Background: an optimization exercise with open tools, aiming at small area, a short achievable clock period and few clock cycles per item. Do not read the settings as production practice. At most, simulation tests tie the RTL to the original design; equivalence was not proved. Only the layout flow was run in runs 1 and 2; the RTL was not checked for function there. Power figures rest on the tool's default switching activity, not on a simulated workload.

==> flow/design.v <==
`timescale 1ns / 1ps
module source_line_tokenizer_core (
    input  logic        i_clk,
    input  logic        i_rst_n,
    input  logic        i_in_valid,
    output logic        o_in_ready,
    input  logic [8:0]  i_in_data,
    output logic        o_out_valid,
    input  logic        i_out_ready,
    output logic [44:0] o_out_data
);
    localparam logic [1:0] K_LEXEME = 2'd0;
    localparam logic [1:0] K_DONE   = 2'd1;
    localparam logic [1:0] K_ERROR  = 2'd2;
    localparam logic [3:0] TT_IDENT  = 4'd0;
    localparam logic [3:0] TT_INT    = 4'd1;
    localparam logic [3:0] TT_FLOAT  = 4'd2;
    localparam logic [3:0] TT_STRING = 4'd3;
    localparam logic [3:0] TT_OP     = 4'd4;
    localparam logic [3:0] TT_LBRACE = 4'd5;
    localparam logic [3:0] TT_RBRACE = 4'd6;
    localparam logic [3:0] TT_LPAREN = 4'd7;
    localparam logic [3:0] TT_RPAREN = 4'd8;
    localparam logic [3:0] TT_SEMI   = 4'd9;
    localparam logic [1:0] E_BAD_NUMBER = 2'd0;
    localparam logic [1:0] E_BAD_ESCAPE = 2'd1;
    localparam logic [1:0] E_UNCLOSED   = 2'd2;
    localparam logic [1:0] E_UNEXPECTED = 2'd3;
    localparam logic [3:0] M_IDLE    = 4'd0;
    localparam logic [3:0] M_IDENT   = 4'd1;
    localparam logic [3:0] M_NUMBER  = 4'd2;
    localparam logic [3:0] M_NEG     = 4'd3;
    localparam logic [3:0] M_DBL     = 4'd4;
    localparam logic [3:0] M_STRING  = 4'd5;
    localparam logic [3:0] M_ESCAPE  = 4'd6;
    localparam logic [3:0] M_COMMENT = 4'd7;
    localparam logic [3:0] M_ERROR   = 4'd8;
    localparam logic [3:0] M_CLOSEOP = 4'd9;    
    logic [8:0]  r_h, r_s;
    logic        r_hv, r_sv;
    logic [3:0]  r_mode, n_mode;
    logic [15:0] r_line;
    logic [11:0] r_col, r_tstart;
    logic        r_pline;      
    logic [1:0]  r_dots, n_dots;
    logic        r_lastdot, n_lastdot;
    logic        r_ov;
    logic [1:0]  r_kind;
    logic [3:0]  r_type;
    logic [7:0]  r_byte;
    logic [1:0]  r_err;
    logic        r_last;
    logic [11:0] r_ocol;
    logic [7:0]  c;
    logic        act;
    logic        is_space, is_letter, is_digit, close_consume;
    logic        go, take, consume, rv, csel, ts_load, nl;
    logic [1:0]  kind, err;
    logic [3:0]  ty;
    logic [7:0]  byt;
    assign c   = r_h[7:0];
    assign act = r_h[8];
    assign is_space  = (c == 8'd32) || (c == 8'd9) || (c == 8'd12) || (c == 8'd11) || (c == 8'd13);
    assign is_letter = (c >= 8'h61 && c <= 8'h7A) || (c >= 8'h41 && c <= 8'h5A) || (c == 8'h5F);
    assign is_digit  = (c >= 8'h30) && (c <= 8'h39);
    assign close_consume = is_space || (c == 8'h23) || (c == 8'h22);
    assign o_in_ready  = !r_sv;
    assign take        = i_in_valid && !r_sv;
    assign o_out_valid = r_ov;
    assign o_out_data  = {r_kind, r_type, r_byte, r_line, r_ocol, r_err, r_last};
    assign go = r_hv && ((r_mode == M_ERROR) || !r_ov || i_out_ready);
    always_comb begin
        n_mode    = r_mode;
        n_dots    = r_dots;
        n_lastdot = r_lastdot;
        rv        = 1'b0;
        kind      = K_LEXEME;
        ty        = TT_IDENT;
        byt       = 8'd0;
        err       = 2'd0;
        csel      = 1'b0;
        consume   = 1'b1;
        ts_load   = 1'b0;
        nl        = 1'b0;
        if (act) begin
            nl = 1'b1;
            n_mode = M_IDLE;
            csel = 1'b1;
            case (r_mode)
                M_IDENT: begin
                    rv = 1'b1; kind = K_DONE; ty = TT_IDENT;
                end
                M_NUMBER: begin
                    rv = 1'b1;
                    if (r_lastdot || r_dots == 2'd2) begin
                        kind = K_ERROR; err = E_BAD_NUMBER; n_mode = M_ERROR; nl = 1'b0;
                    end else begin
                        kind = K_DONE; ty = (r_dots == 2'd1) ? TT_FLOAT : TT_INT;
                    end
                end
                M_NEG, M_DBL, M_CLOSEOP: begin
                    rv = 1'b1; kind = K_DONE; ty = TT_OP;
                end
                M_STRING, M_ESCAPE: begin
                    rv = 1'b1; kind = K_ERROR; err = E_UNCLOSED; n_mode = M_ERROR; nl = 1'b0;
                end
                M_ERROR: begin
                    n_mode = M_ERROR; nl = 1'b0;
                end
                default: begin
                end
            endcase
        end else begin
            case (r_mode)
                M_IDENT, M_NUMBER, M_NEG, M_DBL: begin
                    if (r_mode == M_IDENT && (is_letter || is_digit)) begin
                        rv = 1'b1; ty = TT_IDENT; byt = c;
                    end else if ((r_mode == M_NUMBER || r_mode == M_NEG) && is_digit) begin
                        rv = 1'b1; ty = TT_INT; byt = c;
                        n_mode = M_NUMBER;
                        n_lastdot = 1'b0;
                        if (r_mode == M_NEG) n_dots = 2'd0;
                    end else if (r_mode == M_NUMBER && c == 8'h2E) begin
                        rv = 1'b1; ty = TT_INT; byt = c;
                        if (r_dots != 2'd2) n_dots = r_dots + 2'd1;
                        n_lastdot = 1'b1;
                    end else if (r_mode == M_DBL && c == 8'h3D) begin
                        rv = 1'b1; ty = TT_OP; byt = c;
                        n_mode = M_CLOSEOP; consume = 1'b0;
                    end else begin
                        rv = 1'b1; csel = 1'b1; kind = K_DONE;
                        n_mode = (c == 8'h23) ? M_COMMENT : (c == 8'h22) ? M_STRING : M_IDLE;
                        ts_load = (c == 8'h22);
                        consume = close_consume;
                        if (r_mode == M_IDENT) begin
                            ty = TT_IDENT;
                        end else if (r_mode == M_NUMBER) begin
                            if (r_lastdot || r_dots == 2'd2) begin
                                kind = K_ERROR; err = E_BAD_NUMBER; n_mode = M_ERROR;
                                consume = 1'b1;
                            end else begin
                                ty = (r_dots == 2'd1) ? TT_FLOAT : TT_INT;
                            end
                        end else begin
                            ty = TT_OP;
                        end
                    end
                end
                M_CLOSEOP: begin
                    rv = 1'b1; csel = 1'b1; kind = K_DONE; ty = TT_OP; n_mode = M_IDLE;
                end
                M_STRING: begin
                    if (c == 8'h22) begin
                        rv = 1'b1; csel = 1'b1; kind = K_DONE; ty = TT_STRING; n_mode = M_IDLE;
                    end else if (c == 8'h5C) begin
                        n_mode = M_ESCAPE;
                    end else begin
                        rv = 1'b1; ty = TT_STRING; byt = c;
                    end
                end
                M_ESCAPE: begin
                    rv = 1'b1; ty = TT_STRING; n_mode = M_STRING;
                    case (c)
                        8'h74:   byt = 8'd9;
                        8'h72:   byt = 8'd13;
                        8'h6E:   byt = 8'd10;
                        8'h22:   byt = 8'h22;
                        8'h30:   byt = 8'h00;
                        default: begin
                            kind = K_ERROR; ty = TT_IDENT; err = E_BAD_ESCAPE; n_mode = M_ERROR;
                        end
                    endcase
                end
                M_COMMENT, M_ERROR: begin
                end
                default: begin
                    ts_load = 1'b1;
                    byt = c;
                    if (is_space) begin
                    end else if (c == 8'h23) begin
                        n_mode = M_COMMENT;
                    end else if (c == 8'h7B) begin
                        rv = 1'b1; kind = K_DONE; ty = TT_LBRACE; byt = 8'd0;
                    end else if (c == 8'h7D) begin
                        rv = 1'b1; kind = K_DONE; ty = TT_RBRACE; byt = 8'd0;
                    end else if (c == 8'h28) begin
                        rv = 1'b1; kind = K_DONE; ty = TT_LPAREN; byt = 8'd0;
                    end else if (c == 8'h29) begin
                        rv = 1'b1; kind = K_DONE; ty = TT_RPAREN; byt = 8'd0;
                    end else if (c == 8'h3B) begin
                        rv = 1'b1; kind = K_DONE; ty = TT_SEMI; byt = 8'd0;
                    end else if (is_letter) begin
                        rv = 1'b1; ty = TT_IDENT; n_mode = M_IDENT;
                    end else if (is_digit) begin
                        rv = 1'b1; ty = TT_INT; n_mode = M_NUMBER;
                        n_dots = 2'd0; n_lastdot = 1'b0;
                    end else if (c == 8'h2D) begin
                        rv = 1'b1; ty = TT_OP; n_mode = M_NEG;
                    end else if (c == 8'h22) begin
                        n_mode = M_STRING;
                    end else if (c == 8'h3D || c == 8'h21) begin
                        rv = 1'b1; ty = TT_OP; n_mode = M_DBL;
                    end else if (c == 8'h2B || c == 8'h2A || c == 8'h2F) begin
                        rv = 1'b1; ty = TT_OP; n_mode = M_CLOSEOP; consume = 1'b0;
                    end else begin
                        rv = 1'b1; kind = K_ERROR; err = E_UNEXPECTED; byt = 8'd0;
                        n_mode = M_ERROR;
                    end
                end
            endcase
        end
    end
    always_ff @(posedge i_clk) begin
        if (!i_rst_n) begin
            r_hv      <= 1'b0;
            r_sv      <= 1'b0;
            r_mode    <= M_IDLE;
            r_line    <= 16'd1;
            r_col     <= 12'd1;
            r_pline   <= 1'b0;
            r_ov      <= 1'b0;
        end else begin
            if (go && consume) begin
                r_hv <= r_sv || take;
                r_sv <= r_sv && take;
            end else if (take) begin
                r_hv <= 1'b1;
                r_sv <= r_hv;
            end
            if (go && r_mode != M_ERROR) begin
                r_mode  <= n_mode;
                r_pline <= consume && act && nl;
                if (r_pline && r_line != 16'hFFFF) r_line <= r_line + 16'd1;
                if (consume) begin
                    if (act) r_col <= 12'd1;
                    else if (r_col != 12'hFFF) r_col <= r_col + 12'd1;
                end
            end
            if (go && r_mode != M_ERROR) begin
                r_ov <= rv;
            end else if (i_out_ready) begin
                r_ov <= 1'b0;
            end
        end
    end
    always_ff @(posedge i_clk) begin
        if (go && consume) begin
            if (r_sv) begin
                r_h <= r_s;
                if (take) r_s <= i_in_data;
            end else if (take) begin
                r_h <= i_in_data;
            end
        end else if (take) begin
            if (r_hv) r_s <= i_in_data;
            else      r_h <= i_in_data;
        end
    end
    always_ff @(posedge i_clk) begin
        if (go && r_mode != M_ERROR) begin
            r_dots    <= n_dots;
            r_lastdot <= n_lastdot;
            if (ts_load) r_tstart <= r_col;
        end
    end
    always_ff @(posedge i_clk) begin
        if (!r_ov || i_out_ready) begin
            r_kind <= kind;
            r_type <= ty;
            r_byte <= byt;
            r_err  <= err;
            r_last <= consume;
            r_ocol <= csel ? r_tstart : r_col;
        end
    end
endmodule
==> flow/run.sh <==
#!/bin/bash
# synth_recipe.tcl (not shown) runs the flow's synth.tcl, then flattens the netlist and writes it again
# the make line also repeats each setting of config.mk as NAME=value (left out here)
make -C /OpenROAD-flow-scripts/flow DESIGN_CONFIG=/design/flow/config.mk WORK_HOME=/design/flow/orfs CLKGATE_MAP_FILE= SYNTH_SCRIPT=/design/flow/synth_recipe.tcl finish
==> flow/config.mk <==
export PLATFORM = sky130hd
export DESIGN_NAME = source_line_tokenizer_core
export DESIGN_NICKNAME = source_line_tokenizer_core
export VERILOG_FILES = /design/flow/design.v
export SDC_FILE = /design/flow/constraint.sdc
export NUM_CORES = 4
export LEC_CHECK = 0
export CAP_MARGIN = 20
export CORE_MARGIN = 2
export CORE_UTILIZATION = 50
export PLACE_DENSITY = 0.7
export SETUP_SLACK_MARGIN = 5
export SLEW_MARGIN = 20
==> flow/constraint.sdc <==
create_clock -name core_clock -period 7.5 [get_ports {i_clk}]
set_input_delay 1.5000 -clock core_clock [delete_from_list [all_inputs] [get_ports {i_clk}]]
set_output_delay 1.5000 -clock core_clock [all_outputs]
set_load 0.01 [all_outputs]
==> results.toml, run 1 <==
[timing]
slew_headroom_pct = 60.5
worstMarginPinSlew_ps = 588
finalSetupViolCount = 0
fin_hold_ws_ps = 521
fmax_mhz = 372
hold_viol = 0
slew_violations = 0
finClkSkew_ps = 22.7
tns_ps = 0
rsz0062_at_grt = "true"
min_period_ps = 2690
min_period_over_period_pct = 35.8

[critical_path]
critPathRequiredTime_ps = 7630
slowest_delay_ps = 540
cp_slowest_cell = "or4_4"
cp_num_buf_inv = 1
worstPathCellList = "buf_6, or4_4, o21ai_4, o221ai_4, nor3_4, nor3_4, and3_4, mux2_4"
critPathTopFamily = "simple AND/OR/NAND/NOR gates"
crit_path_start_kind = "flip-flop"
critPathArrivalTime_ps = 2810
end_kind = "flip-flop"
critical_path_class = "reg2reg"
cp_common_cell = "nor3_4"
critPathMaxFanout = 5

[floorplan]
core_area_um2 = 10400
start_util_pct = 51.7
fp.dieH_um = 108
dieWidth_um = 108
ios = 60
die_area_um2 = 11600
num_rows = 37

[logic_synthesis]
synthCells = 543
synthTopCellsByArea = "edfxtp_1 35%, dfxtp_1 13%, nor2_1 4.1%"
ys_types = 77
synthesis.nets = 560
synth_top_area_share_pct = 34.7
avgSynthCellArea_um2 = 9.88
synthesis.area_um2 = 5360
ys_ff_latch = 98
async_flop_share_pct = 0
yosysTopAreaCell = "edfxtp_1"
synth_edf_count = 62
yosysSeqAreaShare_pct = 48.1
synthFlopType = "edfxtp_1"
yosysWarnings = 1

[clock_network]
clk_latency_ps = 380
clock_sinks = 98
cts_tree = "yes"
holdBufCountCts = 0
clk_pin_slew_ps = 110
ctsHtreeMaxLevel = 3
clockRootBuffer = "clkbuf_8"
cts_buffers = 9
cts_buffer_depth = 2

[placement]
hpwl_um = 8980
place_congestion = 0.951
port_buffers = 59
placed_cells = 703

[final_layout]
post-route-util_pct = 72.7
fin_nets = 690
stdcell_count = 814
fill_cells = 765
n_antenna_cell = 0
drive_above_1_share_pct = 44.1
area_delta_synth_final_pct = 40.5

[grt]
grt_pass1_wl_um = 24100
grt_pass1_vias = 4700
grt_usage_pct = 27.0
overflow = 0
grt_max_degree = 33
antenna_found_initial = 0

[pwr]
leakagePower_uw = 0.00289
power_frac_clock_pct = 30.9
p_per_area_nw_per_um2 = 160
p_int_uw = 862
swShare_pct = 28.6
seq_power_share_pct = 50.4
combPwrFrac_pct = 18.7
power_uw = 1210
switching_power_uw = 345
ir_drop_v = 0.0000985

[run]
maxCapViolations = 0

[min_path]
worst_hold_path_type = "reg2reg"

[run_status]
status = "timing/DRC/antenna clean"

[route]
firstDrtPassIters = 6
drt_iter0_drc = 653
drtAntennaViolNets = 0
dr_total_vias = 5097
vias_per_cell = 6.26
wirelength_um = 16000
drc_errors = 0
routedWlPerCell_um = 19.7
-- cells in the mapped netlist (8+ instances only) --
cell type and instances:
dfxtp_1 36, mux2_2 12, a31oi_1 11, nor2b_1 9, o21ai_0 18, xnor2_1 17
nand3_1 33, nand2b_1 8, inv_1 14, nor2_1 59, mux2_4 9, edfxtp_1 62
clkbuf_1 27, nor3_1 27, a21oi_1 18, nand4_1 13, xor2_1 10, nand2_1 34
and3_1 11
-- cell usage in the layout, fill, tap and decap left out, types with 6 or more instances in the layout --
cell type / instances
buf_4: 74
edfxtp_1: 62
nor2_1: 53
nand3_1: 30
nand2_1: 29
clkbuf_2: 25
mux2_4: 20
xnor2_1: 17
a21oi_1: 16
o21ai_0: 14
dfxtp_1: 14
inv_1: 13
nand4_1: 13
nor3_4: 13
buf_2: 12
dfxtp_2: 12
buf_6: 12
xor2_1: 10
clkdlybuf4s50_1: 10
dfxtp_4: 10
clkbuf_8: 9
nor3_2: 8
nor3_1: 8
clkdlybuf4s15_2: 8
and3_4: 7
and2_1: 6
a31oi_1: 6
-- registers in the layout, summed over array words and instances, names as in the netlist --
name	count
r_h	9
r_line	16
r_sv	1
r_err	2
r_last	1
r_hv	1
r_col	12
r_kind	2
r_byte	8
r_tstart	12
r_pline	1
r_lastdot	1
r_s	9
r_ocol	12
r_ov	1
r_dots	2
r_type	4
r_mode	4
-- path summary, 6_finish.rpt --
| check | cells past startpoint | to | slack (ps) | from |
|---|---|---|---|---|
| hold reg to reg | 2 | r_line[1] | 520 | r_line[1] |
| setup reg to reg | 8 | r_h[1] | 4810 | r_h[1] |
| hold / removal | 2 | r_line[1] | 520 | r_line[1] |
| setup / recovery | 8 | r_h[1] | 4810 | r_h[1] |
-- logic make-up (layout without fill, tap and decap cells) --
logic type                 Yosys count  after routing  share of synthesized area (%)
and+or+nand+nor                    247            251                           25.3
DFF                                 98             98                           48.1
AOI/OAI and AO/OA                   93             94                           11.9
buffers and inverters               52            182                           4.18
xor gates and xnor gates            27             27                           4.41
muxes                               22             22                           5.23
adders and majority gates            4              4                          0.933
-- per-stage QoR --
step	instance area [µm²]	setup slack, ps
floorplan	5510	4570
global placement	6100	3590
detailed placement	6100	3430
CTS	7280	4860
global route	7530	4730
finish	7530	4810
-- area by class of cell --
cell class | instances | area, µm² | area share [%]
Clock buffer | 9 | 124 | 1.64
Clock inverter | 7 | 95.1 | 1.26
Inverter | 15 | 61.3 | 0.814
Multi-Input combinational cell | 398 | 3250 | 43.2
Sequential cell | 98 | 2640 | 35.0
Tap cell | 136 | 170 | 2.26
Timing Repair Buffer | 150 | 1190 | 15.8
Timing Repair inverter | 1 | 5.00 | 0.0664
-- power groups by stage --
| stage | clock (µW) | sequential (µW) | combinational, µW |
|---|---|---|---|
| after CTS | 373 | 608 | 207 |
| after detailed placement | 0 | 635 | 152 |
| after global routing | 398 | 611 | 239 |
| final | 372 | 609 | 226 |
| after floorplan | 0 | 627 | 103 |
| after global placement | 0 | 634 | 151 |
-- timing repair --
action                                  4_1_cts  5_1_grt
setup buffers                                62       26
pin swaps                                    35       31
endpoints found under the setup margin      153      118
cloned                                        6        1
resized for setup                           238       83
-- worst reg2reg max path: stages, from the launching register on --
cell      delay (ps)
edfxtp_1         430
buf_6            140
or4_4            540
o21ai_4          170
o221ai_4         170
nor3_4           350
nor3_4           100
and3_4           230
mux2_4           300
-- per-layer routing --
| metal | routed length [µm] | share of wire (%) | track usage [%] | vias to the layer above |
|---|---|---|---|---|
| met5 | 0 | 0 | 0 | - |
| met4 | 539 | 3.4 | 10.3 | 0 |
| met3 | 1520 | 9.5 | 6.23 | 66 |
| met2 | 7500 | 47 | 42.3 | 322 |
| met1 | 6490 | 40 | 36.6 | 2412 |
| li1 | - | - | - | 2297 |
==> inputs of run 2 (changes only) <==
--- a/flow/design.v
+++ b/flow/design.v
@@ -246,13 +246,4 @@
     always_ff @(posedge i_clk) begin
-        if (go && consume) begin
-            if (r_sv) begin
-                r_h <= r_s;
-                if (take) r_s <= i_in_data;
-            end else if (take) begin
-                r_h <= i_in_data;
-            end
-        end else if (take) begin
-            if (r_hv) r_s <= i_in_data;
-            else      r_h <= i_in_data;
-        end
+        if (!r_sv) r_s <= i_in_data;
+        if (!r_hv || (go && consume)) r_h <= r_sv ? r_s : i_in_data;
     end
==> run 2 against run 1 <==
Clock power shrank 11%. Flip-flop and latch count is the same. Total power grew 4.9%. Fmax shrank 0.62%. Combinational power grew 37%. Non-clock buffer count grew 5. Count of clock-buffer cells in the layout grew 2. Largest cell class unchanged. Sequential power grew 3%. Clock skew shrank 7.3 ps. Worst hold slack lost 42 ps. Sequential share of layout area shrank 1.0 points. Via count grew 4.9%.
==> results.toml, run 2 <==
[route]
drtAntennaViolNets = 0
routedWlPerCell_um = 19.2
wirelength_um = 16400
firstDrtPassIters = 5
vias_per_cell = 6.26
dr_total_vias = 5345
drc_errors = 0
drt_iter0_drc = 678

[timing]
finClkSkew_ps = 15.4
slew_violations = 0
min_period_over_period_pct = 36.0
hold_viol = 0
fin_hold_ws_ps = 480
tns_ps = 0
rsz0062_at_grt = "true"
min_period_ps = 2700
fmax_mhz = 370
worstMarginPinSlew_ps = 968
slew_headroom_pct = 34.8
finalSetupViolCount = 0

[floorplan]
ios = 60
fp.dieH_um = 108
core_area_um2 = 10700
num_rows = 38
die_area_um2 = 11800
start_util_pct = 50.8
dieWidth_um = 108

[logic_synthesis]
synthFlopType = "edfxtp_1"
synthTopCellsByArea = "edfxtp_1 29%, dfxtp_1 17%, mux2_2 4.3%"
yosysSeqAreaShare_pct = 45.7
synth_edf_count = 53
synthesis.area_um2 = 5450
yosysMostFrequentCell = "edfxtp_1"
ys_ff_latch = 98
ys_types = 77
async_flop_share_pct = 0
yosysWarnings = 1
avgSynthCellArea_um2 = 9.47
yosysTopAreaCell = "edfxtp_1"
synthesis.nets = 593
synthCells = 576
synth_top_area_share_pct = 29.2
yosys-top-cells-count = "53 x edfxtp_1, 51 x nand2_1, 45 x dfxtp_1, 45 x nor2_1, 38 x a21oi_1"

[placement]
hpwl_um = 9420
placed_cell_area_um2 = 6180
port_buffers = 59
place_congestion = 1.01

[final_layout]
design_area_um2 = 7480
fin_nets = 726
fill_cells = 816
regMostFlops = "r_line"
final_common_cell = "buf_4"
area_delta_synth_final_pct = 37.1
multi_input_area_um2 = 3280
drive_above_1_share_pct = 41.2
n_antenna_cell = 0
mostFrequentLayoutCells = "82 x buf_4, 53 x edfxtp_1, 47 x nand2_1, 37 x nor2_1, 33 x a21oi_1"
largest_reg_flops = 16
seq_area_um2 = 2540

[pwr]
ir_drop_v = 0.000129
swShare_pct = 30.6
leakagePower_uw = 0.00286
p_int_uw = 878
p_per_area_nw_per_um2 = 169
switching_power_uw = 388
combPwrFrac_pct = 24.4
seq_power_share_pct = 49.4
power_frac_clock_pct = 26.2

[grt]
grt_pass1_wl_um = 24800
overflow = 0
grt_pass1_vias = 4717
grt_max_degree = 38
antenna_found_initial = 0
grt_usage_pct = 27.2

[critical_path]
slowest_delay_ps = 480
critPathRequiredTime_ps = 7800
critPathTopFamily = "simple AND/OR/NAND/NOR gates"
crit_path_start_kind = "input port"
cp_slowest_cell = "or4b_4"
critPathMaxFanout = 5
worstPathCellList = "buf_8, nand2b_4, nand3_4, a31o_4, buf_12, nor3_4, or4b_4, a21oi_1"
critPathArrivalTime_ps = 3010
critical_path_class = "in2reg"
cp_num_buf_inv = 2
end_kind = "flip-flop"
rr_worst_depth = 9
path_depth = 8

[clock_network]
clockRootBuffer = "clkbuf_8"
cts_tree = "yes"
cts_buffers = 9
clock_sinks = 98
ctsHtreeMaxLevel = 3
cts_buffer_depth = 2
clk_pin_slew_ps = 100
clk_latency_ps = 390

[run]
maxCapViolations = 0

[run_status]
status = "timing/DRC/antenna clean"

[min_path]
worst_hold_path_type = "reg2reg"
whs_path_depth = 1
==> run 2: final cells by class <==
type,instances,share of cell area (%)
Clock buffer,11,1.89
Clock inverter,5,0.569
Inverter,16,0.870
Multi-Input combinational cell,428,43.9
Sequential cell,98,34.0
Tap cell,140,2.34
Timing Repair Buffer,155,16.4
Timing Repair inverter,1,0.0669
==> run 2: power groups by stage <==
stage	Sequential (µW)	Combinational, µW	Clock, µW
4_1_cts	626	282	336
6_report	626	309	331
3_5_place_dp	654	209	0
3_3_place_gp	652	208	0
5_1_grt	629	327	358
2_1_floorplan	642	145	0
==> run 2: path summary, 6_finish.rpt <==
path,slack (ps),startpoint,to
max,4800,i_out_ready,r_col[11]
min,480,r_s[3],r_s[3]
max reg2reg,4870,r_h[0],r_ocol[1]
min reg2reg,480,r_s[3],r_s[3]
==> run 2: what timing repair did <==
item	CTS	global route
pin swaps	21	29
hold endpoints to repair	0	0
gates resized for setup	211	80
hold buffers	0	0
gates cloned	4	0
endpoints found under the setup margin	136	107
buffers inserted	59	35
==> run 2: logic make-up after synthesis <==
kind of cell	Yosys count	share of synthesized area (%)
adder cells (fa/ha/maj)	4	0.918
buffers and inverters	52	4.36
AO/OA/AOI/OAI	139	16.8
AND/OR/NAND/NOR	245	25.1
XOR/XNOR	13	2.09
flip-flops	98	45.7
multiplexers	25	5.07
==> run 2: per-layer routing <==
layer	GRT usage [%]	share of wire [%]	vias to the layer above
met2	40.0	44	374
met5	0	0	-
met3	5.85	11	71
li1	-	-	2411
met1	39.4	41	2489
met4	9.98	3.6	0
==> run 2: through the flow <==
| stage | total power [µW] | util, % | std cells | setup WS (ps) |
|---|---|---|---|---|
| global route | 1310 | 69.6 | 854 | 4790 |
| floorplan | 787 | - | 576 | 4360 |
| global placement | 860 | 57.5 | 740 | 3630 |
| detailed placement | 863 | 57.5 | 740 | 3570 |
| finish | 1270 | 69.6 | 854 | 4800 |
| CTS | 1240 | 66.9 | 819 | 4830 |
==> inputs of run 3 (changes only) <==
--- a/flow/design.v
+++ b/flow/design.v
@@ -39,3 +39,3 @@
     logic [8:0]  r_h, r_s;
-    logic        r_hv, r_sv;
+    logic        r_hv, r_se;      
     logic [3:0]  r_mode, n_mode;
@@ -56,3 +56,3 @@
     logic        is_space, is_letter, is_digit, close_consume;
-    logic        go, take, consume, rv, csel, ts_load, nl;
+    logic        go, free, triv, take, consume, rv, csel, ts_load, nl;
     logic [1:0]  kind, err;
@@ -66,7 +66,12 @@
     assign close_consume = is_space || (c == 8'h23) || (c == 8'h22);
-    assign o_in_ready  = !r_sv;
-    assign take        = i_in_valid && !r_sv;
+    assign o_in_ready  = r_se;
+    assign take        = i_in_valid && r_se;
     assign o_out_valid = r_ov;
     assign o_out_data  = {r_kind, r_type, r_byte, r_line, r_ocol, r_err, r_last};
-    assign go = r_hv && ((r_mode == M_ERROR) || !r_ov || i_out_ready);
+    assign free = !r_ov || i_out_ready;
+    assign triv = (act && !r_pline && (r_mode == M_IDLE || r_mode == M_COMMENT)) ||
+                  (!act && ((r_mode == M_COMMENT) ||
+                            (r_mode == M_IDLE && (is_space || c == 8'h23 || c == 8'h22)) ||
+                            (r_mode == M_STRING && c == 8'h5C)));
+    assign go = r_hv && ((r_mode == M_ERROR) || free || triv);
     always_comb begin
@@ -215,3 +220,3 @@
             r_hv      <= 1'b0;
-            r_sv      <= 1'b0;
+            r_se      <= 1'b1;
             r_mode    <= M_IDLE;
@@ -223,7 +228,7 @@
             if (go && consume) begin
-                r_hv <= r_sv || take;
-                r_sv <= r_sv && take;
+                r_hv <= !r_se || take;
+                r_se <= 1'b1;
             end else if (take) begin
                 r_hv <= 1'b1;
-                r_sv <= r_hv;
+                r_se <= !r_hv;
             end
@@ -231,4 +236,5 @@
                 r_mode  <= n_mode;
-                r_pline <= consume && act && nl;
-                if (r_pline && r_line != 16'hFFFF) r_line <= r_line + 16'd1;
+                if (consume && act && nl) r_pline <= 1'b1;
+                else if (free) r_pline <= 1'b0;
+                if (free && r_pline && r_line != 16'hFFFF) r_line <= r_line + 16'd1;
                 if (consume) begin
@@ -238,4 +244,4 @@
             end
-            if (go && r_mode != M_ERROR) begin
-                r_ov <= rv;
+            if (go && r_mode != M_ERROR && rv) begin
+                r_ov <= 1'b1;
             end else if (i_out_ready) begin
@@ -246,4 +252,4 @@
     always_ff @(posedge i_clk) begin
-        if (!r_sv) r_s <= i_in_data;
-        if (!r_hv || (go && consume)) r_h <= r_sv ? r_s : i_in_data;
+        if (r_se) r_s <= i_in_data;
+        if (!r_hv || (go && consume)) r_h <= r_se ? i_in_data : r_s;
     end
==> flow/flow/run.sh (new file) <==
#!/bin/bash
# Standard layout with plain buffers on the ports. Each step's full log
# stays in orfs/logs/; make's output goes to standard.log.
set -euo pipefail
bash standard.sh "BUFFER_PORTS_ARGS=-buffer_cell sky130_fd_sc_hd__buf_2" finish > standard.log 2>&1
==> flow/standard.sh (new file) <==
#!/bin/bash
# synth_recipe.tcl (not shown) runs the flow's synth.tcl, then flattens the netlist and writes it again
# the make line also repeats each setting of config.mk as NAME=value (left out here)
make -C /OpenROAD-flow-scripts/flow DESIGN_CONFIG=/design/flow/config.mk WORK_HOME=/design/flow/orfs CLKGATE_MAP_FILE= SYNTH_SCRIPT=/design/flow/synth_recipe.tcl "${@:-finish}"
--- a/flow/config.mk
+++ b/flow/config.mk
@@ -7,7 +7,9 @@
 export LEC_CHECK = 0
+export ABC_AREA = 1
 export CAP_MARGIN = 20
 export CORE_MARGIN = 2
-export CORE_UTILIZATION = 50
-export PLACE_DENSITY = 0.7
+export CORE_UTILIZATION = 70
+export PLACE_DENSITY = 0.8
 export SETUP_SLACK_MARGIN = 5
 export SLEW_MARGIN = 20
+export TNS_END_PERCENT = 5
removed: flow/run.sh
==> run 3 against run 2 <==
Still clean on timing, DRC and antenna. Register-to-register slack gained 60 ps. Clock skew is 2.7 ps lower. Die area shrank 28%. Utilization grew 17 points. Cell area fell by 14%. Critical endpoint is now r_ocol[9]. Largest power group unchanged.
==> results.toml, run 3 <==
[run_status]
status = "timing/DRC/antenna clean"

[clock_network]
clk_latency_ps = 370
ctsHtreeMaxLevel = 3
clk_pin_slew_ps = 110
cts_buffers = 9
holdBufCountCts = 0
clockRootBuffer = "clkbuf_8"
cts_buffer_depth = 2
clock_sinks = 98
cts_tree = "yes"

[logic_synthesis]
ys_ff_latch = 98
async_flop_share_pct = 0
synth_top_area_share_pct = 29.5
ys_types = 45
yosysSeqAreaShare_pct = 46.3
avgSynthCellArea_um2 = 7.63
yosysWarnings = 1
synthFlopType = "edfxtp_1"
synth_edf_count = 53
yosysMostFrequentCell = "nand2_1"
yosysTopAreaCell = "edfxtp_1"
synthCells = 706
synthTopCellsByArea = "edfxtp_1 30%, dfxtp_1 17%, nand2_1 12%"
synthesis.area_um2 = 5390
synthesis.nets = 723
yosys-top-cells-count = "179 x nand2_1, 91 x nor2_1, 74 x inv_1"

[critical_path]
critical_path_class = "reg2reg"
reg2reg_from = "r_h[5]"
cp_slowest_cell = "edfxtp_1"
crit_path_start_kind = "flip-flop"
critPathTopFamily = "simple AND/OR/NAND/NOR gates"
crit_start = "r_h[5]"
end_kind = "flip-flop"
cp_common_cell = "nand2_2"
slowest_delay_ps = 470
critPathMaxFanout = 20
critPathArrivalTime_ps = 2710
critPathRequiredTime_ps = 7640
cp_num_buf_inv = 3
worstPathCellList = "buf_4, nand2_1, nor2_4, nand2_2, inv_2, nand2_2, nand2_2, nor2_1, nand2_2, inv_2, nand2_2, nand3_4, mux2_4"

[route]
drtAntennaViolNets = 0
drc_errors = 0
drt_iter0_drc = 853
routedWlPerCell_um = 16.6
firstDrtPassIters = 6
dr_total_vias = 5516
wirelength_um = 15000
vias_per_cell = 6.12

[timing]
fmax_mhz = 389
tns_ps = 0
slew_headroom_pct = 62.7
slew_violations = 0
finClkSkew_ps = 12.7
min_period_over_period_pct = 34.3
min_period_ps = 2570
finalSetupViolCount = 0
hold_viol = 0
worstMarginPinSlew_ps = 555
rsz0062_at_grt = "true"

[grt]
grt_max_degree = 35
grt_usage_pct = 33.5
antenna_found_initial = 0
grt_pass1_vias = 4673
overflow = 0
grt_pass1_wl_um = 22600

[pwr]
p_per_area_nw_per_um2 = 253
ir_drop_v = 0.000184
leakagePower_uw = 0.00285
power_uw = 1620

[final_layout]
fin_nets = 815
largest_reg_flops = 16
regMostFlops = "r_line"
drive_above_1_share_pct = 23.8
area_delta_synth_final_pct = 18.8
final_common_cell = "nand2_1"
mostFrequentLayoutCells = "172 x nand2_1, 84 x nor2_1, 70 x inv_1, 59 x buf_2, 53 x edfxtp_1"
n_antenna_cell = 0

[floorplan]
fp.dieH_um = 91.7
ios = 60
core_area_um2 = 7370
die_area_um2 = 8410
start_util_pct = 73.1
num_rows = 31
dieWidth_um = 91.7

[placement]
hpwl_um = 9840
place_congestion = 1.04
port_buffers = 59

[min_path]
worst_hold_path_type = "reg2reg"
min_from = "r_s[4]"

[run]
maxCapViolations = 0
-- run 3: final timing paths --
path,endpoint,slack [ps],depth (start not counted)
setup / recovery,r_ocol[9],4930,13
hold / removal,r_s[4],450,2
setup reg to reg,r_ocol[9],4930,13
hold reg to reg,r_s[4],450,2
-- run 3: kinds of logic (layout without fill, tap and decap cells) --
group	count (synthesis)	count (layout)	share of synthesized area [%]
muxes	4	4	1.11
adders and majority gates	4	4	0.929
xor gates and xnor gates	10	10	1.63
buffers and inverters	105	202	7.99
DFF	98	98	46.3
and+or+nand+nor	393	393	32.5
AOI/OAI and AO/OA	92	92	9.59
-- run 3: layer usage --
layer	vias up	global-route usage (%)	wire, µm
met4	0	10.9	510
met3	76	6.49	1790
li1	2518	-	-
met5	-	0	0
met2	436	53.2	6730
met1	2486	46.6	5930
-- run 3: area by class of cell --
class / count / area [µm²]
Sequential cell: 98 / 2490
Timing Repair inverter: 1 / 7.51
Fill cell: 419 / 967
Inverter: 85 / 327
Timing Repair Buffer: 100 / 637
Clock inverter: 7 / 93.8
Clock buffer: 9 / 124
Tap cell: 99 / 124
Multi-Input combinational cell: 503 / 2590
-- run 3: worst min-delay path: cells and delay by family, from the launching register on --
family | cells | cell delay [ps]
AND/OR/NAND/NOR | 2 | 100
flip-flops | 1 | 320
-- run 3: timing repair --
| action | CTS | global route |
|---|---|---|
| endpoints found under the setup margin | 69 | 84 |
| pin swaps | 1 | 5 |
| buffers inserted | 5 | 33 |
| hold endpoints to repair | 0 | 0 |
| cloned | 1 | 1 |
| resized for setup | 2 | 28 |
-- run 3: power breakdown --
part	internal, µW	switching, µW
combinational	197	351
clock	163	207
sequential	664	38.2
-- run 3: through the flow --
step | instances | hold WS, ps | area (µm²) | utilization [%] | setup WS (ps)
6_report | 902 | 452 | 6400 | 86.9 | 4930
5_1_grt | 902 | 478 | 6400 | 86.9 | 4810
4_1_cts | 868 | 456 | 6040 | 81.9 | 4710
3_5_place_dp | 846 | 431 | 5760 | 78.1 | 3920
2_1_floorplan | 706 | 412 | 5450 | - | 4630
3_3_place_gp | 846 | 423 | 5760 | 78.1 | 4010
Testbench counts of run 3, summed over its fixed seeds: cycles 36,118, items 32,063.
==> inputs of run 4 (changes only) <==
--- a/flow/config.mk
+++ b/flow/config.mk
@@ -10,4 +10,4 @@
 export CORE_MARGIN = 2
-export CORE_UTILIZATION = 70
-export PLACE_DENSITY = 0.8
+export CORE_UTILIZATION = 55
+export PLACE_DENSITY = 0.7
 export SETUP_SLACK_MARGIN = 5
==> run 4 against run 3 <==
Largest cell class unchanged. Still clean on timing, DRC and antenna. Count of clock-buffer cells in the layout is the same. Critical path type unchanged. Sequential power is essentially flat. Sequential share of layout area grew 0.73 points. Global-route usage shrank 6.9 points.
==> results.toml, run 4 <==
[run_status]
status = "timing/DRC/antenna clean"

[route]
routedWlPerCell_um = 14.9
drtAntennaViolNets = 0
firstDrtPassIters = 5
vias_per_cell = 5.44
wirelength_um = 13700
drt_iter0_drc = 447
dr_total_vias = 5012
drc_errors = 0

[floorplan]
fp.dieH_um = 103
die_area_um2 = 10600
num_rows = 36
start_util_pct = 55.9
ios = 60
core_area_um2 = 9640
dieWidth_um = 103

[timing]
tns_ps = 0
rsz0062_at_grt = "true"
worstMarginPinSlew_ps = 553
slew_headroom_pct = 62.9
finalSetupViolCount = 0
min_period_ps = 2520
slew_violations = 0
hold_viol = 0
min_period_over_period_pct = 33.6
fmax_mhz = 397
finClkSkew_ps = 15.4
setup_ws_ps = 4980

[grt]
busiest_layer = "met1"
met1_usage_pct = 41.1
overflow = 0
grt_max_degree = 35
antenna_found_initial = 0
met3_usage_pct = 4.34
grt.met2_usage_pct = 38.3
grt_pass1_wl_um = 21800
grt_pass1_vias = 4392
grt_usage_pct = 26.6

[clock_network]
clockRootBuffer = "clkbuf_8"
cts_tree = "yes"
holdBufCountCts = 0
clk_latency_ps = 380
clk_pin_slew_ps = 100
cts_buffers = 9
clock_sinks = 98
ctsHtreeMaxLevel = 3
cts_buffer_depth = 2

[logic_synthesis]
synthesis.nets = 723
async_flop_share_pct = 0
synthesis.area_um2 = 5390
synth_edf_count = 53
yosys-top-cells-count = "179 x nand2_1, 91 x nor2_1, 74 x inv_1"
synth_top_area_share_pct = 29.5
synthCells = 706
yosysTopAreaCell = "edfxtp_1"
yosysWarnings = 1
ys_ff_latch = 98
yosysMostFrequentCell = "nand2_1"
synthTopCellsByArea = "edfxtp_1 30%, dfxtp_1 17%, nand2_1 12%"
ys_types = 45
avgSynthCellArea_um2 = 7.63
yosysSeqAreaShare_pct = 46.3
synthFlopType = "edfxtp_1"

[critical_path]
critPathTopFamily = "simple AND/OR/NAND/NOR gates"
crit_path_start_kind = "flip-flop"
critical_path_class = "reg2reg"
end_kind = "flip-flop"
cp-endpoint = "r_ocol[11]"
reg2reg_from = "r_h[3]"
cp_num_buf_inv = 2
critPathMaxFanout = 10
worstPathCellList = "nor2_4, nand3_1, nor2_2, inv_1, o21ai_0, inv_1, nand3_4, mux2_4"
rr_endpoint = "r_ocol[11]"
path_depth = 8
crit_start = "r_h[3]"
cp_common_cell = "inv_1"
rr_worst_depth = 8
r2r_slack_ps = 4980
critPathArrivalTime_ps = 2650
cp_slowest_cell = "edfxtp_1"
slowest_delay_ps = 540
critPathRequiredTime_ps = 7630

[placement]
place_congestion = 1.02
port_buffers = 59
hpwl_um = 9620
place_ws_ps = 3850

[final_layout]
fin_nets = 801
area_delta_synth_final_pct = 16.6
n_antenna_cell = 0
mostFrequentLayoutCells = "176 x nand2_1, 85 x nor2_1, 70 x inv_1, 59 x buf_2, 53 x edfxtp_1"
drive_above_1_share_pct = 21.3
largest_reg_flops = 16
regMostFlops = "r_line"
final_common_cell = "nand2_1"
fill_cells = 907

[pwr]
power_uw = 1590
p_per_area_nw_per_um2 = 253
leakagePower_uw = 0.00276
ir_drop_v = 0.000142

[min_path]
worst_hold_path_type = "reg2reg"

[run]
maxCapViolations = 0
-- run 4: repair_timing --
action | CTS | global route
setup buffers | 9 | 15
pin swaps | 2 | 5
endpoints found under the hold margin | 0 | 0
gates cloned | 1 | 1
setup endpoints to repair | 75 | 82
resized for setup | 4 | 13
-- run 4: report_power, final --
part           internal, µW  switching (µW)  leakage [µW]
Sequential              663            37.8      0.000918
Clock                   164             209      0.000109
Combinational           184             330       0.00173
Total                  1010             577       0.00276
-- run 4: how the worst min path moves through the flow --
stage	startpoint	to	slack [ps]	depth (start not counted)
final	r_s[7]	r_s[7]	460	2
after global routing	r_s[3]	r_s[3]	480	2
after CTS	r_s[5]	r_s[5]	460	2
after detailed placement	r_s[3]	r_s[3]	430	2
after global placement	r_s[7]	r_s[7]	420	2
after floorplan	r_s[0]	r_s[0]	410	2
-- run 4: final cells by class --
cell class	count	area, µm²	area share (%)
clock buffer	9	124	1.97
inverter	85	327	5.20
timing repair buffer	85	503	8.01
sequential	98	2490	39.7
clock inverter	7	92.6	1.47
tap	133	166	2.65
timing repair inverter	1	7.51	0.119
multi-input combinational	504	2570	40.9
-- run 4: cell families after synthesis --
logic type	after synthesis	share of synthesized area (%)
xor gates and xnor gates	10	1.63
DFF	98	46.3
AOI/OAI and AO/OA	92	9.59
buffers and inverters	105	7.99
and+or+nand+nor	393	32.5
adders and majority gates	4	0.929
muxes	4	1.11
-- run 4: metrics by stage --
stage	hold slack [ps]	instance area [µm²]	utilization (%)	cells
4_1_cts	458	6120	63.4	906
6_report	457	6280	65.2	922
3_5_place_dp	432	5800	60.2	880
2_1_floorplan	412	5450	-	706
5_1_grt	480	6280	65.2	922
3_3_place_gp	423	5800	60.2	880
-- run 4: tightest hold or removal path, delay by kind of cell, from the launching register on --
kind | cells | cell delay (ps)
AND/OR/NAND/NOR | 2 | 110
flip-flops | 1 | 320
-- run 4: layer usage --
layer	vias up	part of all wire, %
met5	-	0
met3	17	8.8
met1	2264	47
met4	0	1.7
met2	224	43
li1	2507	-
==> inputs of run 5 (changes only) <==
--- a/flow/config.mk
+++ b/flow/config.mk
@@ -10,4 +10,4 @@
 export CORE_MARGIN = 2
-export CORE_UTILIZATION = 55
-export PLACE_DENSITY = 0.7
+export CORE_UTILIZATION = 60
+export PLACE_DENSITY = 0.72
 export SETUP_SLACK_MARGIN = 5
==> run 5 against run 4 <==
Die area down 8.0%. Utilization up 7.2 points. Flip-flop and latch count unchanged. Largest cell class unchanged. Fmax down 0.13%. Routed wire length up 0.72%. Cell area up 0.42%. Combinational power up 3%. Non-clock buffer count up 7. Critical endpoint is now o_in_ready. Count of clock-buffer cells in the layout unchanged. Total power down 0.84%. Sequential share of layout area down 0.15 points. Synthesized cell count unchanged. Critical path type is now reg2out.
==> results.toml, run 5 <==
[timing]
rsz0062_at_grt = "true"
finalSetupViolCount = 0
fmax_mhz = 396
slew_violations = 0
worstMarginPinSlew_ps = 555
slew_headroom_pct = 62.8
finClkSkew_ps = 14.5
tns_ps = 0
min_period_ps = 2520
min_period_over_period_pct = 33.6
setup_ws_ps = 4980
hold_viol = 0

[grt]
overflow = 0
antenna_found_initial = 0
grt_usage_pct = 27.7
grt_pass1_wl_um = 21800
grt_max_degree = 35
grt_pass1_vias = 4409

[final_layout]
fin_nets = 809
regMostFlops = "r_line"
area_delta_synth_final_pct = 17.1
largest_reg_flops = 16
multi_input_area_um2 = 2580
seq_area_um2 = 2490
final_common_cell = "nand2_1"
fill_cells = 717
n_antenna_cell = 0
mostFrequentLayoutCells = "175 x nand2_1, 85 x nor2_1, 71 x inv_1, 59 x buf_2, 53 x edfxtp_1"
drive_above_1_share_pct = 22.2

[floorplan]
die_area_um2 = 9750
ios = 60
dieWidth_um = 98.8
fp.dieH_um = 98.8
num_rows = 34
core_area_um2 = 8720
start_util_pct = 61.8

[logic_synthesis]
async_flop_share_pct = 0
synth_edf_count = 53
synthesis.area_um2 = 5390
yosysWarnings = 1
yosysTopAreaCell = "edfxtp_1"
synthFlopType = "edfxtp_1"
synthTopCellsByArea = "edfxtp_1 30%, dfxtp_1 17%, nand2_1 12%"
ys_ff_latch = 98
yosys-top-cells-count = "179 x nand2_1, 91 x nor2_1, 74 x inv_1"
avgSynthCellArea_um2 = 7.63
yosysMostFrequentCell = "nand2_1"
ys_types = 45
yosysSeqAreaShare_pct = 46.3
synth_top_area_share_pct = 29.5
synthCells = 706
synthesis.nets = 723

[clock_network]
cts_tree = "yes"
clockRootBuffer = "clkbuf_8"
ctsHtreeMaxLevel = 3
clk_pin_slew_ps = 110
cts_buffers = 9
clock_sinks = 98
cts_buffer_depth = 2
holdBufCountCts = 0
clk_latency_ps = 380

[min_path]
worst_hold_path_type = "reg2reg"

[run_status]
status = "timing/DRC/antenna clean"

[critical_path]
crit_path_start_kind = "flip-flop"
critical_path_class = "reg2out"
slowest_delay_ps = 480
critPathArrivalTime_ps = 1020
end_kind = "output pin"
critPathTopFamily = "flip-flops"
cp_slowest_cell = "dfxtp_2"
worstPathCellList = "buf_2"
critPathMaxFanout = 13
cp_num_buf_inv = 1
critPathRequiredTime_ps = 6000

[pwr]
seq_power_share_pct = 44.5
combPwrFrac_pct = 33.7
p_int_uw = 991
switching_power_uw = 583
leakagePower_uw = 0.00279
ir_drop_v = 0.000160
p_per_area_nw_per_um2 = 250
swShare_pct = 37.1
power_frac_clock_pct = 21.8

[route]
wirelength_um = 13800
vias_per_cell = 5.66
drtAntennaViolNets = 0
firstDrtPassIters = 5
drc_errors = 0
dr_total_vias = 5122
drt_iter0_drc = 446
routedWlPerCell_um = 15.3

[placement]
hpwl_um = 9730
place_congestion = 0.995
port_buffers = 59
place_ws_ps = 3870

[run]
maxCapViolations = 0
[run 5: cell counts after synthesis]
No cell type changed its count.
[run 5: area by class of cell]
class                           instances  share of cell area [%]
Clock inverter                          7                    1.29
Timing Repair Buffer                   92                    8.81
Inverter                               85                    5.18
Tap cell                              108                    2.14
Clock buffer                            9                    1.96
Multi-Input combinational cell        505                    41.0
Timing Repair inverter                  1                   0.119
Sequential cell                        98                    39.5
[run 5: what timing repair did]
action	in CTS	in global routing
cloned	1	2
setup endpoints to repair	71	88
pin swaps	2	3
setup buffers	8	23
resized for setup	2	17
hold endpoints to repair	0	0
[run 5: stage by stage]
step / util, % / total power (µW) / cell area, µm² / hold WS, ps / cells
CTS: 69.5 / 1500 / 6060 / 457 / 880
detailed placement: 66.2 / 1160 / 5770 / 432 / 855
global placement: 66.2 / 1150 / 5770 / 425 / 855
finish: 72.3 / 1570 / 6310 / 457 / 905
floorplan: - / 1040 / 5450 / 412 / 706
global route: 72.3 / 1650 / 6310 / 471 / 905
[run 5: worst paths after layout]
kind | from | to | slack, ps | depth (start not counted)
min reg2reg | r_s[4] | r_s[4] | 460 | 2
min | r_s[4] | r_s[4] | 460 | 2
max reg2reg | r_h[2] | r_tstart[11] | 5040 | 13
max | r_se | o_in_ready | 4980 | 1
[run 5: layer usage]
layer  part of all wire, %  wire (µm)  vias up  GRT usage [%]
li1                      -          -     2523              -
met1                    45       6260     2319           43.3
met2                    44       6050      257           40.1
met3                   9.2       1270       23           4.40
met4                   1.7        242        0           7.80
met5                     0          0        -              0
[run 5: power by group through the flow]
stage	combinational [µW]	clock (µW)	sequential, µW
3_5_place_dp	440	0	717
6_report	530	344	701
2_1_floorplan	302	0	737
5_1_grt	581	363	707
4_1_cts	454	344	705
3_3_place_gp	433	0	714
[run 5: logic make-up after synthesis]
family | after synthesis | synth area share (%)
simple gates | 393 | 32.5
fa+ha+maj | 4 | 0.929
compound gates | 92 | 9.59
xor+xnor | 10 | 1.63
buf+inv | 105 | 7.99
flops | 98 | 46.3
mux | 4 | 1.11
==> inputs of run 6 (changes only) <==
--- a/flow/config.mk
+++ b/flow/config.mk
@@ -14,2 +14,2 @@
 export SLEW_MARGIN = 20
-export TNS_END_PERCENT = 5
+export TNS_END_PERCENT = 10
==> run 6 against run 5 <==
First-iteration DRC count increased by 12%. Area after synthesis unchanged. Clock power about the same. Setup slack gained 5.6 ps. Routed wire length up 0.33%. Fmax grew 0.22%. Synthesized cell count is the same. Critical path depth is the same. Clock skew barely moved. Critical path type unchanged. Highest routed layer unchanged.
==> results.toml, run 6 <==
[floorplan]
ios = 60
die_area_um2 = 9750
core_area_um2 = 8720
start_util_pct = 61.8
dieWidth_um = 98.8
fp.dieH_um = 98.8
num_rows = 34

[logic_synthesis]
synthFlopType = "edfxtp_1"
synthesis.nets = 723
synthesis.area_um2 = 5390
synth_edf_count = 53
avgSynthCellArea_um2 = 7.63
async_flop_share_pct = 0
synthTopCellsByArea = "edfxtp_1 30%, dfxtp_1 17%, nand2_1 12%"
yosysWarnings = 1
yosysTopAreaCell = "edfxtp_1"
yosys-top-cells-count = "179 x nand2_1, 91 x nor2_1, 74 x inv_1"
synthCells = 706
yosysMostFrequentCell = "nand2_1"
ys_types = 45
synth_top_area_share_pct = 29.5
yosysSeqAreaShare_pct = 46.3
ys_ff_latch = 98

[grt]
overflow = 0
grt_pass1_vias = 4409
met1_usage_pct = 43.3
grt_usage_pct = 27.7
met3_usage_pct = 4.40
antenna_found_initial = 0
grt.met2_usage_pct = 40.1
busiest_layer = "met1"
grt_pass1_wl_um = 21800
grt_max_degree = 35

[final_layout]
n_antenna_cell = 0
largest_reg_flops = 16
fin_nets = 810
mostFrequentLayoutCells = "175 x nand2_1, 85 x nor2_1, 71 x inv_1, 59 x buf_2, 53 x edfxtp_1"
area_delta_synth_final_pct = 17.4
drive_above_1_share_pct = 22.3
fill_cells = 718
regMostFlops = "r_line"
final_common_cell = "nand2_1"
stdcell_count = 906

[clock_network]
holdBufCountCts = 0
clock_sinks = 98
clockRootBuffer = "clkbuf_8"
ctsHtreeMaxLevel = 3
clk_latency_ps = 370
clk_pin_slew_ps = 100
cts_buffers = 9
cts_buffer_depth = 2
cts_tree = "yes"

[critical_path]
slowest_delay_ps = 480
cp_num_buf_inv = 1
critPathArrivalTime_ps = 1020
end_kind = "output pin"
critPathMaxFanout = 13
critPathRequiredTime_ps = 6000
crit_path_start_kind = "flip-flop"
critPathTopFamily = "flip-flops"
worstPathCellList = "buf_2"
critical_path_class = "reg2out"
r2r_slack_ps = 5030
cp_slowest_cell = "dfxtp_2"

[run]
maxCapViolations = 0

[route]
drtAntennaViolNets = 0
vias_per_cell = 5.63
firstDrtPassIters = 7
drc_errors = 0
wirelength_um = 13900
dr_total_vias = 5103
drt_iter0_drc = 501
routedWlPerCell_um = 15.3

[timing]
tns_ps = 0
finClkSkew_ps = 14.3
rsz0062_at_grt = "true"
min_period_ps = 2520
min_period_over_period_pct = 33.6
fmax_mhz = 397
finalSetupViolCount = 0
worstMarginPinSlew_ps = 558
slew_headroom_pct = 62.6
hold_viol = 0
slew_violations = 0

[pwr]
p_per_area_nw_per_um2 = 250
p_int_uw = 995
switching_power_uw = 587
leakagePower_uw = 0.00281
swShare_pct = 37.1
ir_drop_v = 0.000160
seq_power_share_pct = 44.3
power_frac_clock_pct = 21.7
combPwrFrac_pct = 34.0

[placement]
port_buffers = 59
place_congestion = 0.995
placed_cells = 855
hpwl_um = 9730

[min_path]
worst_hold_path_type = "reg2reg"

[run_status]
status = "timing/DRC/antenna clean"
## run 6: final timing paths
| check | end | from | cells after the start |
|---|---|---|---|
| setup / recovery | o_in_ready | r_se | 1 |
| hold / removal | r_s[3] | r_s[3] | 2 |
| setup reg to reg | r_tstart[11] | r_h[2] | 13 |
| hold reg to reg | r_s[3] | r_s[3] | 2 |
## run 6: cell families (layout without fill, tap and decap cells)
family / Yosys count / count (layout) / share of synthesized area [%]
AOI/OAI and AO/OA: 92 / 92 / 9.59
xor gates and xnor gates: 10 / 10 / 1.63
adders and majority gates: 4 / 4 / 0.929
buffers and inverters: 105 / 195 / 7.99
DFF: 98 / 98 / 46.3
muxes: 4 / 4 / 1.11
and+or+nand+nor: 393 / 395 / 32.5
## run 6: area by class of cell
type	count	area (µm²)	share of cell area, %
timing repair buffer	93	563	8.90
timing repair inverter	1	7.51	0.119
sequential	98	2490	39.4
multi-input combinational	505	2590	41.0
clock buffer	9	124	1.96
tap	108	135	2.14
clock inverter	7	81.3	1.29
inverter	85	327	5.16
## run 6: metal layers
metal | part of all wire [%] | wire length (µm) | vias up
li1 | - | - | 2524
met1 | 46 | 6350 | 2295
met2 | 44 | 6040 | 262
met3 | 8.9 | 1240 | 22
met4 | 1.8 | 246 | 0
met5 | 0 | 0 | -
## run 6: timing repair
item,CTS,global route
endpoints found under the setup margin,71,88
pin swaps,2,3
setup buffers,8,24
gates resized for setup,2,19
gates cloned,1,2
## run 6: power by group through the flow
| stage | Combinational [µW] | Sequential [µW] | Clock [µW] |
|---|---|---|---|
| finish | 538 | 700 | 344 |
| CTS | 454 | 705 | 344 |
| detailed placement | 440 | 717 | 0 |
| global placement | 433 | 714 | 0 |
| floorplan | 302 | 737 | 0 |
| global route | 588 | 708 | 363 |
## run 6: metrics by stage
stage               power [µW]  utilization, %  area [µm²]  worst slack [ps]  hold WS [ps]
floorplan                 1040               -        5450              4630           412
detailed placement        1160            66.2        5770              3870           432
global route              1660            72.5        6330              4870           471
finish                    1580            72.5        6330              4980           460
CTS                       1500            69.5        6060              4810           457
global placement          1150            66.2        5770              4020           425
==> inputs of run 7 (changes only) <==
--- a/flow/config.mk
+++ b/flow/config.mk
@@ -11,2 +11,4 @@
 export CORE_UTILIZATION = 60
+export GPL_ROUTABILITY_DRIVEN = 0
+export GPL_TIMING_DRIVEN = 0
 export PLACE_DENSITY = 0.72
@@ -14,2 +16,2 @@
 export SLEW_MARGIN = 20
-export TNS_END_PERCENT = 10
+export TNS_END_PERCENT = 5
==> run 7 against run 6 <==
Utilization is 0.086 points lower. Clock skew grew 1.2 ps. Register-to-register slack better by 30 ps. Total power down 1.0%. Highest routed layer unchanged. Flip-flop and latch count did not move. Setup slack gained 42 ps. Fmax increased by 1.7%. Still clean on timing, DRC and antenna. Non-clock buffer count grew 5. Sequential power about the same.
==> results.toml, run 7 <==
[run_status]
status = "timing/DRC/antenna clean"

[final_layout]
fin_nets = 813
n_antenna_cell = 0
design_area_um2 = 6320
area_delta_synth_final_pct = 17.3
largest_reg_flops = 16
drive_above_1_share_pct = 21.6
mostFrequentLayoutCells = "175 x nand2_1, 84 x nor2_1, 72 x inv_1, 59 x buf_2, 53 x edfxtp_1"
final_common_cell = "nand2_1"
regMostFlops = "r_line"

[logic_synthesis]
async_flop_share_pct = 0
synthTopCellsByArea = "edfxtp_1 30%, dfxtp_1 17%, nand2_1 12%"
synthesis.area_um2 = 5390
synthMuxAreaShare_pct = 1.11
ys_ff_latch = 98
synthCells = 706
yosys-top-cells-count = "179 x nand2_1, 91 x nor2_1, 74 x inv_1"
synth_compound_area_share_pct = 9.59
synthXorXnorAreaFrac_pct = 1.63
synthesis.nets = 723
synthFlopType = "edfxtp_1"
synth_top_area_share_pct = 29.5
yosys.area_share.simple_pct = 32.5
synthAdderAreaFrac_pct = 0.929
yosysWarnings = 1
ys_types = 45
yosysSeqAreaShare_pct = 46.3
yosysMostFrequentCell = "nand2_1"
synth_top_family_by_area = "simple AND/OR/NAND/NOR gates"
yosysTopAreaCell = "edfxtp_1"
synth_edf_count = 53
avgSynthCellArea_um2 = 7.63

[timing]
rsz0062_at_grt = "true"
finalSetupViolCount = 0
finClkSkew_ps = 15.5
tns_ps = 0
hold_viol = 0
slew_headroom_pct = 56.6
min_period_over_period_pct = 33.0
fmax_mhz = 404
min_period_ps = 2480
worstMarginPinSlew_ps = 652
slew_violations = 0

[critical_path]
end_kind = "output pin"
critPathTopFamily = "flip-flops"
cp_num_buf_inv = 2
critPathRequiredTime_ps = 6000
critPathMaxFanout = 1
critical_path_class = "reg2out"
critPathArrivalTime_ps = 980
worstPathCellList = "buf_4, buf_2"
cp_slowest_cell = "edfxtp_1"
slowest_delay_ps = 370
crit_path_start_kind = "flip-flop"

[floorplan]
dieWidth_um = 98.8
die_area_um2 = 9750
start_util_pct = 61.8
core_area_um2 = 8720
fp.dieH_um = 98.8
num_rows = 34
ios = 60

[grt]
grt_max_degree = 19
grt_pass1_vias = 4508
grt_pass1_wl_um = 21300
grt_usage_pct = 26.9
antenna_found_initial = 0
overflow = 0

[route]
drc_errors = 0
drt_iter0_drc = 673
routedWlPerCell_um = 14.6
dr_total_vias = 5175
drtAntennaViolNets = 0
firstDrtPassIters = 5
wirelength_um = 13300
vias_per_cell = 5.69

[min_path]
worst_hold_path_type = "reg2reg"

[placement]
placed_cell_area_um2 = 5880
hpwl_um = 9550
port_buffers = 58

[clock_network]
cts_tree = "yes"
cts_buffers = 9
clk_pin_slew_ps = 100
clk_latency_ps = 360
cts_buffer_depth = 2
ctsHtreeMaxLevel = 3
clock_sinks = 98
holdBufCountCts = 0
clockRootBuffer = "clkbuf_8"

[pwr]
p_per_area_nw_per_um2 = 248
ir_drop_v = 0.000135
leakagePower_uw = 0.00279

[run]
maxCapViolations = 0
-- run 7: cell counts after synthesis --
Identical to the previous run, type by type.
-- run 7: tightest hold or removal path, delay by kind of cell, from the launching register on --
family	cells	cell delay, ps
flops	1	320
simple gates	2	110
-- run 7: logic make-up after synthesis --
| logic type | after synthesis |
|---|---|
| buffers and inverters | 105 |
| adders and majority gates | 4 |
| and+or+nand+nor | 393 |
| muxes | 4 |
| xor gates and xnor gates | 10 |
| DFF | 98 |
| AOI/OAI and AO/OA | 92 |
-- run 7: layout make-up --
type                    instances  area (µm²)
multi-input cells             503        2560
flip-flops and latches         98        2490
fillers                       691        2400
repair buffers                 78         453
inverters                      85         327
well taps                     108         135
plain buffers                  20         130
clock buffers                   9         124
clock inverters                 7        87.6
repair inverters                1        7.51
-- run 7: timing repair --
| item | CTS | global route |
|---|---|---|
| setup endpoints to repair | 38 | 79 |
| pin swaps | 1 | 5 |
| cloned | 1 | 0 |
| buffers inserted | 2 | 18 |
| gates resized for setup | 0 | 22 |
-- run 7: worst paths after layout --
path,from,end,slack [ps],cells past startpoint
hold / removal,r_s[0],r_s[0],450,2
setup / recovery,r_last,o_out_data[0],5020,2
hold reg to reg,r_s[0],r_s[0],450,2
setup reg to reg,r_h[3],r_ocol[11],5060,12
-- run 7: per-layer routing --
metal / track usage, % / share of wire (%) / wire, µm / up-vias
met2: 40.1 / 44 / 5780 / 274
met1: 40.3 / 44 / 5890 / 2343
met4: 8.32 / 2.5 / 332 / 0
met3: 4.75 / 9.5 / 1260 / 47
li1: - / - / - / 2511
met5: 0 / 0 / 0 / -
-- run 7: power breakdown --
part | total (µW) | switching, µW | internal [µW]
Combinational | 506 | 328 | 179
Clock | 360 | 200 | 160
Sequential | 700 | 36.0 | 664
-- run 7: stage by stage --
stage	total power [µW]	worst slack, ps	cells	hold WS (ps)	util, %
after floorplan	1040	4630	706	412	-
after global placement	1160	4220	872	425	67.4
after detailed placement	1170	4130	872	433	67.4
after CTS	1530	4870	891	456	70.2
after global routing	1650	4890	909	484	72.5
final	1570	5020	909	454	72.5
==> inputs of run 8 (changes only) <==
--- a/flow/config.mk
+++ b/flow/config.mk
@@ -11,3 +11,4 @@
 export CORE_UTILIZATION = 60
-export GPL_ROUTABILITY_DRIVEN = 0
+export CTS_CLUSTER_DIAMETER = 60
+export CTS_CLUSTER_SIZE = 25
 export GPL_TIMING_DRIVEN = 0
==> run 8 against run 7 <==
Critical path type unchanged. Critical path depth unchanged. Total power down 2.3%. Cell count down 1.2%. Global-route usage up 2.5 points. Area after synthesis unchanged. Largest cell class unchanged. Fmax down 0.32%. Flip-flop and latch count unchanged. Synthesized cell count unchanged. First-iteration DRC count down 26%.
==> results.toml, run 8 <==
[run_status]
status = "timing/DRC/antenna clean"

[clock_network]
clk_pin_slew_ps = 100
cts_buffers = 9
clk_latency_ps = 360
cts_buffer_depth = 2
clock_sinks = 98
ctsHtreeMaxLevel = 3
clockRootBuffer = "clkbuf_8"
cts_tree = "yes"
holdBufCountCts = 0

[floorplan]
start_util_pct = 61.8
num_rows = 34
ios = 60
die_area_um2 = 9750
core_area_um2 = 8720
fp.dieH_um = 98.8
dieWidth_um = 98.8

[timing]
fmax_mhz = 403
tns_ps = 0
fin_hold_ws_ps = 452
slew_headroom_pct = 52.9
min_period_over_period_pct = 33.1
min_period_ps = 2480
finClkSkew_ps = 15.5
worstMarginPinSlew_ps = 706
rsz0062_at_grt = "true"
hold_viol = 0
slew_violations = 0
finalSetupViolCount = 0

[route]
firstDrtPassIters = 6
dr_total_vias = 5138
vias_per_cell = 5.72
wirelength_um = 14200
routedWlPerCell_um = 15.8
drt_iter0_drc = 498
drc_errors = 0
drtAntennaViolNets = 0

[final_layout]
area_delta_synth_final_pct = 15.6
post-route-util_pct = 71.4
mostFrequentLayoutCells = "171 x nand2_1, 83 x nor2_1, 72 x inv_1, 59 x buf_2, 53 x edfxtp_1"
regMostFlops = "r_line"
final_common_cell = "nand2_1"
drive_above_1_share_pct = 20.9
fin_nets = 802
n_antenna_cell = 0
fill_cells = 680
largest_reg_flops = 16

[logic_synthesis]
ys_ff_latch = 98
yosys-top-cells-count = "179 x nand2_1, 91 x nor2_1, 74 x inv_1"
synthFlopType = "edfxtp_1"
yosysMostFrequentCell = "nand2_1"
synthesis.area_um2 = 5390
yosysTopAreaCell = "edfxtp_1"
yosysWarnings = 1
yosysSeqAreaShare_pct = 46.3
synth_edf_count = 53
synthCells = 706
synthesis.nets = 723
avgSynthCellArea_um2 = 7.63
synth_top_area_share_pct = 29.5
ys_types = 45
synthTopCellsByArea = "edfxtp_1 30%, dfxtp_1 17%, nand2_1 12%"
async_flop_share_pct = 0

[critical_path]
r2r_slack_ps = 5050
critPathRequiredTime_ps = 6000
critical_path_class = "reg2out"
slowest_delay_ps = 370
end_kind = "output pin"
cp_slowest_cell = "edfxtp_1"
critPathMaxFanout = 1
critPathArrivalTime_ps = 980
crit_path_start_kind = "flip-flop"
critPathTopFamily = "flip-flops"
worstPathCellList = "buf_4, buf_2"
cp_num_buf_inv = 2

[pwr]
power_frac_clock_pct = 20.8
ir_drop_v = 0.000129
seq_power_share_pct = 45.9
leakagePower_uw = 0.00273
p_int_uw = 963
switching_power_uw = 567
combPwrFrac_pct = 33.2
p_per_area_nw_per_um2 = 246
swShare_pct = 37.1

[min_path]
worst_hold_path_type = "reg2reg"

[grt]
grt_max_degree = 19
grt_pass1_vias = 4649
overflow = 0
grt_usage_pct = 29.4
antenna_found_initial = 0
grt_pass1_wl_um = 23000

[placement]
hpwl_um = 10700
port_buffers = 58
place_congestion = 0.997

[run]
maxCapViolations = 0
## run 8: cell counts after synthesis
Identical to the previous run, type by type.
## run 8: layout make-up
| cell class | count | area, µm² | share of cell area (%) |
|---|---|---|---|
| Inverter | 85 | 323 | 5.18 |
| Multi-Input combinational cell | 503 | 2590 | 41.7 |
| Clock inverter | 6 | 47.5 | 0.763 |
| Timing Repair Buffer | 67 | 370 | 5.95 |
| Tap cell | 108 | 135 | 2.17 |
| Timing Repair inverter | 1 | 7.51 | 0.121 |
| Sequential cell | 98 | 2490 | 40.0 |
| Clock buffer | 10 | 128 | 2.05 |
| Buffer | 20 | 129 | 2.07 |
## run 8: worst min-delay path, delay by kind of cell (launching register included)
kind / cells / cell delay (ps)
DFF: 1 / 320
and+or+nand+nor: 2 / 100
## run 8: final timing paths
path                   from            end  cells after the start
hold reg to reg      r_s[4]         r_s[4]                      2
setup / recovery     r_last  o_out_data[0]                      2
setup reg to reg  r_mode[0]      r_byte[6]                     12
hold / removal       r_s[4]         r_s[4]                      2
## run 8: power groups by stage
stage | clock [µW] | sequential [µW] | combinational, µW
final | 319 | 702 | 508
after global routing | 339 | 710 | 559
after CTS | 322 | 702 | 478
after detailed placement | 0 | 715 | 471
after global placement | 0 | 711 | 462
after floorplan | 0 | 737 | 302
## run 8: repair_timing
| item | 4_1_cts | 5_1_grt |
|---|---|---|
| gates cloned | 1 | 0 |
| pin swaps | 1 | 5 |
| gates resized for setup | 0 | 28 |
| buffers inserted | 2 | 7 |
| setup endpoints to repair | 48 | 85 |
## run 8: layer usage
layer  global-route usage [%]  vias to the layer above  wire length, µm
li1                         -                     2506                -
met1                     44.0                     2354             6520
met2                     44.3                      253             6180
met3                     4.82                       25             1230
met4                     8.64                        0              277
met5                        0                        -                0
## run 8: kinds of logic after synthesis
logic type | Yosys count | share of synthesized area [%]
compound gates | 92 | 9.59
flops | 98 | 46.3
simple gates | 393 | 32.5
fa+ha+maj | 4 | 0.929
mux | 4 | 1.11
buf+inv | 105 | 7.99
xor+xnor | 10 | 1.63
## run 8: through the flow
| step | cells | total power, µW | area (µm²) | setup slack [ps] |
|---|---|---|---|---|
| after floorplan | 706 | 1040 | 5450 | 4630 |
| after global placement | 872 | 1170 | 5880 | 4230 |
| after detailed placement | 872 | 1190 | 5880 | 4160 |
| after CTS | 891 | 1500 | 6090 | 4840 |
| after global routing | 898 | 1610 | 6230 | 4930 |
| final | 898 | 1530 | 6230 | 5020 |

[afterwards: timing with drivers on the ports]
How much do the figures lean on ideal ports? The routed layouts below were timed once more, with nothing changed but the port constraints.
Step 1, drivers: a clkbuf_16 drives i_clk and a buf_2 each remaining input, both assumed.
Step 2 times the ports against the registers' clock, not the clock port: input delays grow and output delays shrink by t, the midpoint of the rising clock arrivals with the driver on.
Three values: no drivers, after step 1, after step 2; two values: the first two.
run | shift t [ns] | setup slack, ns | worst data-port slew with drivers (ns) | pins driven straight from the clock port
run 1 | 0.406 | 4.815 / 4.815 / 4.475 | 0.05 | 1
run 2 | 0.409 | 4.798 / 4.773 / 4.363 | 0.06 | 1
run 3 | 0.400 | 4.927 / 4.927 / 4.543 | 0.03 | 1
run 4 | 0.409 | 4.980 / 4.946 / 4.649 | 0.03 | 1
run 5 | 0.403 | 4.976 / 4.941 / 4.635 | 0.03 | 1
run 6 | 0.401 | 4.982 / 4.947 / 4.638 | 0.03 | 1
run 7 | 0.392 | 5.024 / 4.989 / 4.702 | 0.03 | 1
run 8 | 0.390 | 5.016 / 4.981 / 4.659 | 0.03 | 1
After both steps setup and hold are still met in every run listed. The setup slack of run 2, which loses most, moves by -0.025 ns with the drivers and by -0.435 ns with both steps.
